Source: an optimization exercise on an open RTL-to-GDS flow (aim: small area and a short achievable clock period). Production flows keep margins and buffers that such runs may drop. In this exercise RTL edits were held to simulation tests only and were not proved equivalent to the original. No activity file was given, so power comes from the tool's default toggle rates.

[flow/run.sh]
#!/bin/bash
# synth_recipe.tcl (not shown) runs the flow's synth.tcl, then flattens the netlist and writes it again
# the make line also repeats each setting of config.mk as NAME=value (left out here)
make -C /OpenROAD-flow-scripts/flow DESIGN_CONFIG=/design/flow/config.mk WORK_HOME=/design/flow/orfs CLKGATE_MAP_FILE= SYNTH_SCRIPT=/design/flow/synth_recipe.tcl finish
[flow/config.mk]
export PLATFORM = sky130hd
export DESIGN_NAME = rv_core
export DESIGN_NICKNAME = rv_core
export VERILOG_FILES = /design/flow/design.v
export SDC_FILE = /design/flow/constraint.sdc
export NUM_CORES = 4
export LEC_CHECK = 0
export ABC_CLOCK_PERIOD_IN_PS = 9000
export CAP_MARGIN = 20
export CORE_MARGIN = 2
export CORE_UTILIZATION = 40
export PLACE_DENSITY = 0.6
export SETUP_SLACK_MARGIN = 0.2
export SLEW_MARGIN = 20
[flow/constraint.sdc]
create_clock -name core_clock -period 12.0 [get_ports {clk}]
set_input_delay 2.4000 -clock core_clock [delete_from_list [all_inputs] [get_ports {clk}]]
set_output_delay 2.4000 -clock core_clock [all_outputs]
set_load 0.01 [all_outputs]
[flow/design.v]
`default_nettype none
package rv_isa_pkg;
    typedef logic [4:0] reg_idx_t;
    typedef logic [2:0] funct3_t;
    typedef logic [32-1:0] word_t;
    typedef enum logic [6:0] {
        opc_op     = 7'b0110011,
        opc_op_imm = 7'b0010011,
        opc_lui    = 7'b0110111,
        opc_auipc  = 7'b0010111,
        opc_branch = 7'b1100011,
        opc_jal    = 7'b1101111,
        opc_jalr   = 7'b1100111,
        opc_load   = 7'b0000011,
        opc_store  = 7'b0100011
    } opcode_t;
    parameter funct3_t f3_add_sub = 3'b000;
    parameter funct3_t f3_sll     = 3'b001;
    parameter funct3_t f3_slt     = 3'b010;
    parameter funct3_t f3_sltu    = 3'b011;
    parameter funct3_t f3_xor     = 3'b100;
    parameter funct3_t f3_srl_sra = 3'b101;
    parameter funct3_t f3_or      = 3'b110;
    parameter funct3_t f3_and     = 3'b111;
    parameter funct3_t f3_beq  = 3'b000;
    parameter funct3_t f3_bne  = 3'b001;
    parameter funct3_t f3_blt  = 3'b100;
    parameter funct3_t f3_bge  = 3'b101;
    parameter funct3_t f3_bltu = 3'b110;
    parameter funct3_t f3_bgeu = 3'b111;
    parameter funct3_t f3_word = 3'b010;  
endpackage
`default_nettype wire
`default_nettype none
package rv_ctrl_pkg;
    typedef enum logic [3:0] {
        alu_add, alu_sub, alu_sll, alu_slt, alu_sltu,
        alu_xor, alu_srl, alu_sra, alu_or, alu_and
    } alu_op_t;
    typedef enum logic [3:0] {
        br_none, br_eq, br_ne, br_lt, br_ge,
        br_ltu, br_geu, br_jump, br_jump_reg
    } br_kind_t;
    typedef enum logic [1:0] {
        wb_alu, wb_mem, wb_link
    } wb_sel_t;
    typedef struct packed {
        logic [4:0]           rs1;
        logic [4:0]           rs2;
        logic [4:0]           rd;
        logic [32-1:0] imm;
        alu_op_t              alu_op;
        logic                 src0_is_pc;
        logic                 src1_is_imm;
        br_kind_t             br_kind;
        wb_sel_t              wb_sel;
        logic                 rf_we;
        logic                 mem_we;
    } decode_t;
    typedef struct packed {
        logic [32-1:0] pc;
        logic [32-1:0] inst;
        logic                 halt;
        logic                 reg_we;
        logic [4:0]           reg_wa;
        logic [32-1:0] reg_wd;
        logic                 dmem_we;
        logic [32-1:0] dmem_wa;
        logic [32-1:0] dmem_wd;
    } commit_t;
endpackage
`default_nettype wire
`timescale 1ns/1ps
`default_nettype none
import rv_isa_pkg::*;
module rv_fetch (
    input  logic              clk,
    input  logic              rst,
    input  logic              global_en,
    input  logic              take_branch,
    input  logic              jump_reg,
    input  rv_isa_pkg::word_t target,
    output rv_isa_pkg::word_t pc
);
    rv_isa_pkg::word_t pc_q;
    rv_isa_pkg::word_t next_pc;
    always_comb begin
        if (!take_branch) begin
            next_pc = pc_q + rv_isa_pkg::word_t'(4);
        end else if (jump_reg) begin
            next_pc = target & ~rv_isa_pkg::word_t'(1);  
        end else begin
            next_pc = target;
        end
    end
    always_ff @(posedge clk) begin
        if (rst) begin
            pc_q <= 32'h0040_0000;
        end else if (global_en) begin
            pc_q <= next_pc;
        end
    end
    assign pc = pc_q;
endmodule
`default_nettype wire
`timescale 1ns/1ps
`default_nettype none
import rv_isa_pkg::*;
import rv_ctrl_pkg::*;
module rv_decoder (
    input  rv_isa_pkg::word_t    inst,
    output rv_ctrl_pkg::decode_t dec
);
    rv_isa_pkg::opcode_t  opc;
    rv_isa_pkg::funct3_t  f3;
    rv_isa_pkg::word_t    imm_i;
    rv_isa_pkg::word_t    imm_s;
    rv_isa_pkg::word_t    imm_b;
    rv_isa_pkg::word_t    imm_u;
    rv_isa_pkg::word_t    imm_j;
    rv_isa_pkg::word_t    imm_sh;
    logic     shamt_form;
    rv_ctrl_pkg::alu_op_t  arith_op;
    rv_ctrl_pkg::br_kind_t branch_kind;
    assign opc = rv_isa_pkg::opcode_t'(inst[6:0]);
    assign f3  = inst[14:12];
    assign imm_i  = {{20{inst[31]}}, inst[31:20]};
    assign imm_s  = {{20{inst[31]}}, inst[31:25], inst[11:7]};
    assign imm_b  = {{20{inst[31]}}, inst[7], inst[30:25], inst[11:8], 1'b0};
    assign imm_u  = {inst[31:12], 12'h000};
    assign imm_j  = {{12{inst[31]}}, inst[19:12], inst[20], inst[30:21], 1'b0};
    assign imm_sh = {27'b0, inst[24:20]};  
    assign shamt_form = (f3 == f3_sll) || (f3 == f3_srl_sra);
    always_comb begin
        case (f3)
            f3_add_sub: arith_op = (opc == opc_op && inst[30]) ? alu_sub : alu_add;
            f3_sll:     arith_op = alu_sll;
            f3_slt:     arith_op = alu_slt;
            f3_sltu:    arith_op = alu_sltu;
            f3_xor:     arith_op = alu_xor;
            f3_srl_sra: arith_op = inst[30] ? alu_sra : alu_srl;
            f3_or:      arith_op = alu_or;
            default:    arith_op = alu_and;
        endcase
    end
    always_comb begin
        case (f3)
            f3_beq:  branch_kind = br_eq;
            f3_bne:  branch_kind = br_ne;
            f3_blt:  branch_kind = br_lt;
            f3_bge:  branch_kind = br_ge;
            f3_bltu: branch_kind = br_ltu;
            f3_bgeu: branch_kind = br_geu;
            default: branch_kind = br_none;
        endcase
    end
    always_comb begin
        dec         = '0;
        dec.rs1     = inst[19:15];
        dec.rs2     = inst[24:20];
        dec.rd      = inst[11:7];
        dec.alu_op  = alu_add;
        dec.br_kind = br_none;
        dec.wb_sel  = wb_alu;
        case (opc)
            opc_op: begin
                dec.alu_op = arith_op;
                dec.rf_we  = 1'b1;
            end
            opc_op_imm: begin
                dec.alu_op      = arith_op;
                dec.src1_is_imm = 1'b1;
                dec.imm         = shamt_form ? imm_sh : imm_i;
                dec.rf_we       = 1'b1;
            end
            opc_lui: begin
                dec.rs1         = '0;  
                dec.src1_is_imm = 1'b1;
                dec.imm         = imm_u;
                dec.rf_we       = 1'b1;
            end
            opc_auipc: begin
                dec.src0_is_pc  = 1'b1;
                dec.src1_is_imm = 1'b1;
                dec.imm         = imm_u;
                dec.rf_we       = 1'b1;
            end
            opc_branch: begin
                dec.src0_is_pc  = 1'b1;  
                dec.src1_is_imm = 1'b1;
                dec.imm         = imm_b;
                dec.br_kind     = branch_kind;
            end
            opc_jal: begin
                dec.src0_is_pc  = 1'b1;
                dec.src1_is_imm = 1'b1;
                dec.imm         = imm_j;
                dec.br_kind     = br_jump;
                dec.wb_sel      = wb_link;
                dec.rf_we       = 1'b1;
            end
            opc_jalr: begin
                dec.src1_is_imm = 1'b1;
                dec.imm         = imm_i;
                dec.br_kind     = br_jump_reg;
                dec.wb_sel      = wb_link;
                dec.rf_we       = 1'b1;
            end
            opc_load: begin
                if (f3 == f3_word) begin  
                    dec.src1_is_imm = 1'b1;
                    dec.imm         = imm_i;
                    dec.wb_sel      = wb_mem;
                    dec.rf_we       = 1'b1;
                end
            end
            opc_store: begin
                if (f3 == f3_word) begin  
                    dec.src1_is_imm = 1'b1;
                    dec.imm         = imm_s;
                    dec.mem_we      = 1'b1;
                end
            end
            default: begin
            end
        endcase
    end
endmodule
`default_nettype wire
`timescale 1ns/1ps
`default_nettype none
import rv_isa_pkg::*;
module rv_reg_file (
    input  logic                 clk,
    input  rv_isa_pkg::reg_idx_t ra0,
    input  rv_isa_pkg::reg_idx_t ra1,
    input  rv_isa_pkg::reg_idx_t wa,
    input  logic                 we,
    input  rv_isa_pkg::word_t    wd,
    output rv_isa_pkg::word_t    rd0,
    output rv_isa_pkg::word_t    rd1
);
    rv_isa_pkg::word_t regs [32];  
    always_ff @(posedge clk) begin
        if (we && wa != '0) begin  
            regs[wa] <= wd;
        end
    end
    assign rd0 = (ra0 == '0) ? '0 : regs[ra0];
    assign rd1 = (ra1 == '0) ? '0 : regs[ra1];
endmodule
`default_nettype wire
`timescale 1ns/1ps
`default_nettype none
import rv_isa_pkg::*;
import rv_ctrl_pkg::*;
module rv_execute (
    input  rv_isa_pkg::word_t    pc,
    input  rv_ctrl_pkg::decode_t dec,
    input  rv_isa_pkg::word_t    rs1_val,
    input  rv_isa_pkg::word_t    rs2_val,
    output rv_isa_pkg::word_t    alu_res,
    output logic                 take_branch,
    output logic                 jump_reg
);
    rv_isa_pkg::word_t src0;
    rv_isa_pkg::word_t src1;
    assign src0 = dec.src0_is_pc ? pc : rs1_val;
    assign src1 = dec.src1_is_imm ? dec.imm : rs2_val;
    always_comb begin
        case (dec.alu_op)
            alu_add:  alu_res = src0 + src1;
            alu_sub:  alu_res = src0 - src1;
            alu_sll:  alu_res = src0 << src1[4:0];
            alu_slt:  alu_res = rv_isa_pkg::word_t'($signed(src0) < $signed(src1));
            alu_sltu: alu_res = rv_isa_pkg::word_t'(src0 < src1);
            alu_xor:  alu_res = src0 ^ src1;
            alu_srl:  alu_res = src0 >> src1[4:0];
            alu_sra:  alu_res = rv_isa_pkg::word_t'($signed(src0) >>> src1[4:0]);
            alu_or:   alu_res = src0 | src1;
            alu_and:  alu_res = src0 & src1;
            default:  alu_res = '0;
        endcase
    end
    always_comb begin
        case (dec.br_kind)
            br_eq:       take_branch = (rs1_val == rs2_val);
            br_ne:       take_branch = (rs1_val != rs2_val);
            br_lt:       take_branch = ($signed(rs1_val) < $signed(rs2_val));
            br_ge:       take_branch = ($signed(rs1_val) >= $signed(rs2_val));
            br_ltu:      take_branch = (rs1_val < rs2_val);
            br_geu:      take_branch = (rs1_val >= rs2_val);
            br_jump:     take_branch = 1'b1;
            br_jump_reg: take_branch = 1'b1;
            default:     take_branch = 1'b0;
        endcase
    end
    assign jump_reg = (dec.br_kind == br_jump_reg);
endmodule
`default_nettype wire
`timescale 1ns/1ps
`default_nettype none
import rv_isa_pkg::*;
import rv_ctrl_pkg::*;
module rv_commit (
    input  logic                 clk,
    input  logic                 rst,
    input  logic                 global_en,
    input  rv_isa_pkg::word_t    pc,
    input  rv_isa_pkg::word_t    inst,
    input  rv_ctrl_pkg::decode_t dec,
    input  rv_isa_pkg::word_t    alu_res,
    input  rv_isa_pkg::word_t    rs2_val,
    input  rv_isa_pkg::word_t    dmem_rdata,
    output rv_isa_pkg::word_t    dmem_addr,
    output rv_isa_pkg::word_t    dmem_wdata,
    output logic                 dmem_we,
    output rv_isa_pkg::word_t    rf_wd,
    output rv_ctrl_pkg::commit_t rec,
    output logic                 commit
);
    rv_ctrl_pkg::commit_t rec_d;
    assign dmem_addr  = alu_res;
    assign dmem_wdata = rs2_val;
    assign dmem_we    = dec.mem_we && global_en && !rst;  
    always_comb begin
        case (dec.wb_sel)
            wb_mem:  rf_wd = dmem_rdata;
            wb_link: rf_wd = pc + rv_isa_pkg::word_t'(4);
            default: rf_wd = alu_res;
        endcase
    end
    always_comb begin
        rec_d.pc      = pc;
        rec_d.inst    = inst;
        rec_d.halt    = (inst == 32'h0010_0073);
        rec_d.reg_we  = dec.rf_we;
        rec_d.reg_wa  = dec.rd;
        rec_d.reg_wd  = rf_wd;  
        rec_d.dmem_we = dec.mem_we;
        rec_d.dmem_wa = dmem_addr;
        rec_d.dmem_wd = dmem_wdata;
    end
    always_ff @(posedge clk) begin
        if (rst) begin
            commit       <= 1'b0;
            rec.halt     <= 1'b0;
            rec.reg_we   <= 1'b0;
            rec.dmem_we  <= 1'b0;
        end else if (global_en) begin
            commit <= 1'b1;  
            rec    <= rec_d;
        end
    end
endmodule
`default_nettype wire
`timescale 1ns/1ps
`default_nettype none
import rv_isa_pkg::*;
import rv_ctrl_pkg::*;
module rv_core (
    input  logic                 clk,
    input  logic                 rst,
    input  logic                 global_en,
    output rv_isa_pkg::word_t    imem_raddr,
    input  rv_isa_pkg::word_t    imem_rdata,
    input  rv_isa_pkg::word_t    dmem_rdata,
    output logic                 dmem_we,
    output rv_isa_pkg::word_t    dmem_addr,
    output rv_isa_pkg::word_t    dmem_wdata,
    output logic                 commit,
    output rv_isa_pkg::word_t    commit_pc,
    output rv_isa_pkg::word_t    commit_inst,
    output logic                 commit_halt,
    output logic                 commit_reg_we,
    output rv_isa_pkg::reg_idx_t commit_reg_wa,
    output rv_isa_pkg::word_t    commit_reg_wd,
    output logic                 commit_dmem_we,
    output rv_isa_pkg::word_t    commit_dmem_wa,
    output rv_isa_pkg::word_t    commit_dmem_wd
);
    rv_isa_pkg::word_t   pc;
    rv_ctrl_pkg::decode_t dec;
    rv_isa_pkg::word_t   rs1_val;
    rv_isa_pkg::word_t   rs2_val;
    rv_isa_pkg::word_t   alu_res;
    rv_isa_pkg::word_t   rf_wd;
    logic    rf_we;
    logic    take_branch;
    logic    jump_reg;
    rv_ctrl_pkg::commit_t rec;
    assign imem_raddr = pc;
    assign rf_we      = dec.rf_we && global_en && !rst;  
    rv_fetch u_fetch (
        .clk         (clk),
        .rst         (rst),
        .global_en   (global_en),
        .take_branch (take_branch),
        .jump_reg    (jump_reg),
        .target      (alu_res),
        .pc          (pc)
    );
    rv_decoder u_decoder (
        .inst (imem_rdata),
        .dec  (dec)
    );
    rv_reg_file u_reg_file (
        .clk (clk),
        .ra0 (dec.rs1),
        .ra1 (dec.rs2),
        .wa  (dec.rd),
        .we  (rf_we),
        .wd  (rf_wd),
        .rd0 (rs1_val),
        .rd1 (rs2_val)
    );
    rv_execute u_execute (
        .pc          (pc),
        .dec         (dec),
        .rs1_val     (rs1_val),
        .rs2_val     (rs2_val),
        .alu_res     (alu_res),
        .take_branch (take_branch),
        .jump_reg    (jump_reg)
    );
    rv_commit u_commit (
        .clk        (clk),
        .rst        (rst),
        .global_en  (global_en),
        .pc         (pc),
        .inst       (imem_rdata),
        .dec        (dec),
        .alu_res    (alu_res),
        .rs2_val    (rs2_val),
        .dmem_rdata (dmem_rdata),
        .dmem_addr  (dmem_addr),
        .dmem_wdata (dmem_wdata),
        .dmem_we    (dmem_we),
        .rf_wd      (rf_wd),
        .rec        (rec),
        .commit     (commit)
    );
    assign commit_pc      = rec.pc;
    assign commit_inst    = rec.inst;
    assign commit_halt    = rec.halt;
    assign commit_reg_we  = rec.reg_we;
    assign commit_reg_wa  = rec.reg_wa;
    assign commit_reg_wd  = rec.reg_wd;
    assign commit_dmem_we = rec.dmem_we;
    assign commit_dmem_wa = rec.dmem_wa;
    assign commit_dmem_wd = rec.dmem_wd;
endmodule
`default_nettype wire
==> run notes <==
worst max-delay path by stage:
stage / slack (ns) / end
3_5_place_dp: -0.04 / dmem_addr[27]
5_1_grt: 0.20 / dmem_addr[28]
2_1_floorplan: 0.78 / dmem_addr[30]
3_3_place_gp: -0.07 / dmem_addr[27]
6_report: 0.32 / dmem_addr[29]
4_1_cts: 0.20 / dmem_addr[11]
area by class of cell:
cell class	count	area, um^2
Antenna cell	6	15.0
Sequential cell	1220	36300
Timing Repair Buffer	863	7740
Clock buffer	166	3610
Inverter	181	689
Fill cell	14500	85300
Clock inverter	73	773
Multi-Input combinational cell	3207	28300
Tap cell	2189	2740
kinds of logic (layout without fill, tap and decap cells):
kind of cell | count (synthesis) | in the layout | share of synthesized area, %
compound gates | 1257 | 1257 | 13.2
flops | 1220 | 1220 | 54.4
simple gates | 1061 | 1061 | 7.47
mux | 674 | 674 | 17.2
buf+inv | 657 | 1283 | 4.52
fa+ha+maj | 135 | 135 | 2.55
xor+xnor | 48 | 48 | 0.630
other cells | 1 | 38 | 0.00562
what timing repair did:
item / in CTS / in global routing
pin swaps: 1 / 6
resized for setup: 7 / 27
gates cloned: 0 / 1
hold buffers: 0 / 0
setup endpoints to repair: 11 / 16
hold endpoints to repair: 0 / 0
buffers inserted: 4 / 5
synthesized netlist by cell type (74+ instances only):
master    instances
nand2_1         272
a221oi_1        101
nor2b_1          74
o21ai_0         184
a211oi_1         98
buf_2           107
mux4_2          374
o22ai_1          81
nand3_1         123
buf_4           109
edfxtp_1       1184
a21oi_1         264
nor2_1          337
clkbuf_1        192
mux2i_1         259
ha_1            133
inv_1           174
stage by stage:
| step | total power, mW | cell area [um^2] | hold slack (ns) | setup TNS, ns |
|---|---|---|---|---|
| after floorplan | 7.11 | 66800 | 0.430 | 0 |
| after global placement | 8.98 | 75300 | 0.438 | -0.0686 |
| after detailed placement | 8.98 | 75300 | 0.448 | -0.0418 |
| after CTS | 13.1 | 79800 | 0.457 | 0 |
| after global routing | 13.6 | 80100 | 0.476 | 0 |
| final | 13.2 | 80100 | 0.456 | 0 |
sequential cells by signal, indices dropped and copies added, names as in the netlist:
| signal | flops |
|---|---|
| u_commit.rec | 163 |
| u_commit.commit | 1 |
| u_fetch.pc_q | 32 |
| u_reg_file.regs | 1024 |
power by group through the flow:
stage	Sequential (mW)	Combinational, mW	Clock (mW)
floorplan	5.43	1.68	0
global placement	5.40	3.58	0
finish	5.31	3.73	4.20
CTS	5.31	3.60	4.24
global route	5.31	3.88	4.40
detailed placement	5.40	3.58	0
per-layer routing:
| layer | track usage, % | vias to the layer above | wire length [um] | share of wire, % |
|---|---|---|---|---|
| li1 | - | 21300 | - | - |
| met1 | 43.7 | 27000 | 109000 | 37 |
| met2 | 53.7 | 3748 | 136000 | 46 |
| met3 | 7.78 | 793 | 31000 | 10 |
| met4 | 21.4 | 2 | 21800 | 7.3 |
| met5 | 0 | - | 41 | 0.014 |
==> results.sh <==
export IMPL_critical_path_buf_inv_count=7
export IMPL_syn_inst=5053
export IMPL_cp_required_ns=9.60
export IMPL_synth_ff_type="edfxtp_1"
export IMPL_layout_common_cells="edfxtp_1, buf_4, mux4_2"
export IMPL_finalHoldViolCount=0
export IMPL_core_rowCount=149
export IMPL_worstHoldStart="u_commit.rec[102]"
export IMPL_syn_area_per_cell_um2=13.2
export IMPL_cts_tree="done"
export IMPL_outcome="timing/DRC/antenna clean"
export IMPL_layout_commonest_cell="edfxtp_1"
export IMPL_synth_seq_cells=1220
export IMPL_crit_arrival_ns=9.28
export IMPL_antenna_found_initial=6
export IMPL_dp_hpwl_um=206000
export IMPL_p_seq_share_pct=40.1
export IMPL_cp_top_family="compound AO/OA/AOI/OAI gates"
export IMPL_first_global_vias=50400
export IMPL_synth_edf_count=1184
export IMPL_yosysTopAreaCellShare_pct=53.3
export IMPL_p_switching_mw=4.25
export IMPL_viasPerCell=6.68
export IMPL_io_pins=333
export IMPL_io_buffers=332
export IMPL_crit_reg2reg_capture="u_reg_file.regs[27][29]"
export IMPL_p_int_mw=8.99
export IMPL_num_nets_final=5809
export IMPL_final_layout_size_suffix_gt1_share_pct=22.4
export IMPL_finalWirelength_um=298000
export IMPL_post_route_min_period_ns=11.68
export IMPL_synth_area_leader_cell="edfxtp_1"
export IMPL_detail_route_wl_per_cell_um=37.8
export IMPL_place_gp_congestion=1.03
export IMPL_clock_sinks=1220
export IMPL_die_x_um=412
export IMPL_final_setup_viol_count=0
export IMPL_cap_violations=0
export IMPL_r2r_cells=24
export IMPL_critPathLaunchType="primary input"
export IMPL_cp_slowest_cell="nor2_1"
export IMPL_dr_first_iter_drc_count=7956
export IMPL_swShare_pct=32.1
export IMPL_p_comb_share_pct=28.2
export IMPL_cp_cell_sequence="clkdlybuf4s50_1 -> or3b_4 -> buf_4 -> nor2_4 -> buf_4 -> nor2_1 -> o2111ai_1 -> o2111ai_1 -> o211ai_1 -> buf_4 -> buf_4 -> ha_1 -> a2111oi_0 -> a41o_1 -> o31ai_1 -> buf_4 -> a211oi_1 -> o311a_1 -> or4_1 -> a21oi_1 -> a2111oi_2 -> nand3_1 -> clkdlybuf4s50_1"
export IMPL_seq_area_frac_synth_pct=54.4
export IMPL_die_area_mm2=0.170
export IMPL_maxClockFrequency_mhz=85.6
export IMPL_cts_buffer_depth=3
export IMPL_slew_headroom_pct=20.4
export IMPL_irDropWorstVdd_mv=0.142
export IMPL_cellPowerDensity_mw_per_mm2=165
export IMPL_route_detailed_drc=0
export IMPL_cp_max_fo=10
export IMPL_hold_depth=1
export IMPL_syn_area_mm2=0.0667
export IMPL_post_synth_num_cell_types=97
export IMPL_clock_latency_ns=0.80
export IMPL_drtPass1Iterations=6
export IMPL_hold_path_end="u_commit.rec[102]"
export IMPL_syn_to_final_growth_pct=20.1
export IMPL_cts_root_buffer="clkbuf_16"
export IMPL_worstSetupPathType="in2out"
export IMPL_placedCellCount=7646
export IMPL_hp_class="reg2reg"
export IMPL_clk_pin_slew_worst_paths_ns=0.06
export IMPL_p_leak_nw=28.0
export IMPL_cts_made_buffers=134
export IMPL_gr_total_overflow=0
export IMPL_chipHeight_um=412
export IMPL_cp_end_kind="output pin"
export IMPL_critPathLaunch="imem_rdata[3]"
export IMPL_worst_path_largest_cell_delay_ns=0.81
export IMPL_grt_start_max_net_pins=105
export IMPL_grt_first_pass_wirelength_um=408000
export IMPL_fin_ws_ns=0.324
export IMPL_core_area_mm2=0.165
export IMPL_cp_depth=23
export IMPL_rrSetupSlack_ns=5.35
export IMPL_vias=52800
export IMPL_antenna_left=0
export IMPL_post_route_period_util_pct=97.3
export IMPL_utilization_pct=48.4
export IMPL_tightest_slew_ns=1.19
export IMPL_fin_cells=7905
export IMPL_slew_violations=0
export IMPL_worst_clock_skew_ns=0.0327
export IMPL_rsz0062_at_grt="no"
export IMPL_yosysWarnings=5
export IMPL_worstReg2RegStart="u_reg_file.regs[15][1]"
export IMPL_htree_levels=4
export IMPL_start_util_pct=40.3
export IMPL_grt_util_all_layers_pct=34.5
export IMPL_synth_top_cells_by_area="edfxtp_1, mux4_2, mux2i_1"
export IMPL_pwr_share_clk_pct=31.7
export IMPL_path_common_cell="buf_4"
export IMPL_synthArstFlopShare_pct=0
export IMPL_post_place_ws_ns=-0.0418

afterwards: timing with drivers on the ports:
No port has a modelled driver above. Below, the same layout with a new extraction and two added sets of constraints.
Step 1: set_driving_cell puts a clkbuf_16 on clk and a buf_2 on each other input, an assumption about the parent block.
Step 2 times the ports against the registers' clock, not the clock port: input delays grow and output delays shrink by t, the midpoint of the rising clock arrivals with the driver on.
a / b / c = no drivers / after step 1 / after step 2; a / b = the first two.
t (ns): 0.865
slack for setup (ns): 0.324 / 0.292 / 0.292
hold WS [ns]: 0.456 / 0.456 / 0.456
After both steps setup and hold are still met in this run. The setup slack of this run moves by -0.032 ns with the drivers and by -0.032 ns with both steps.
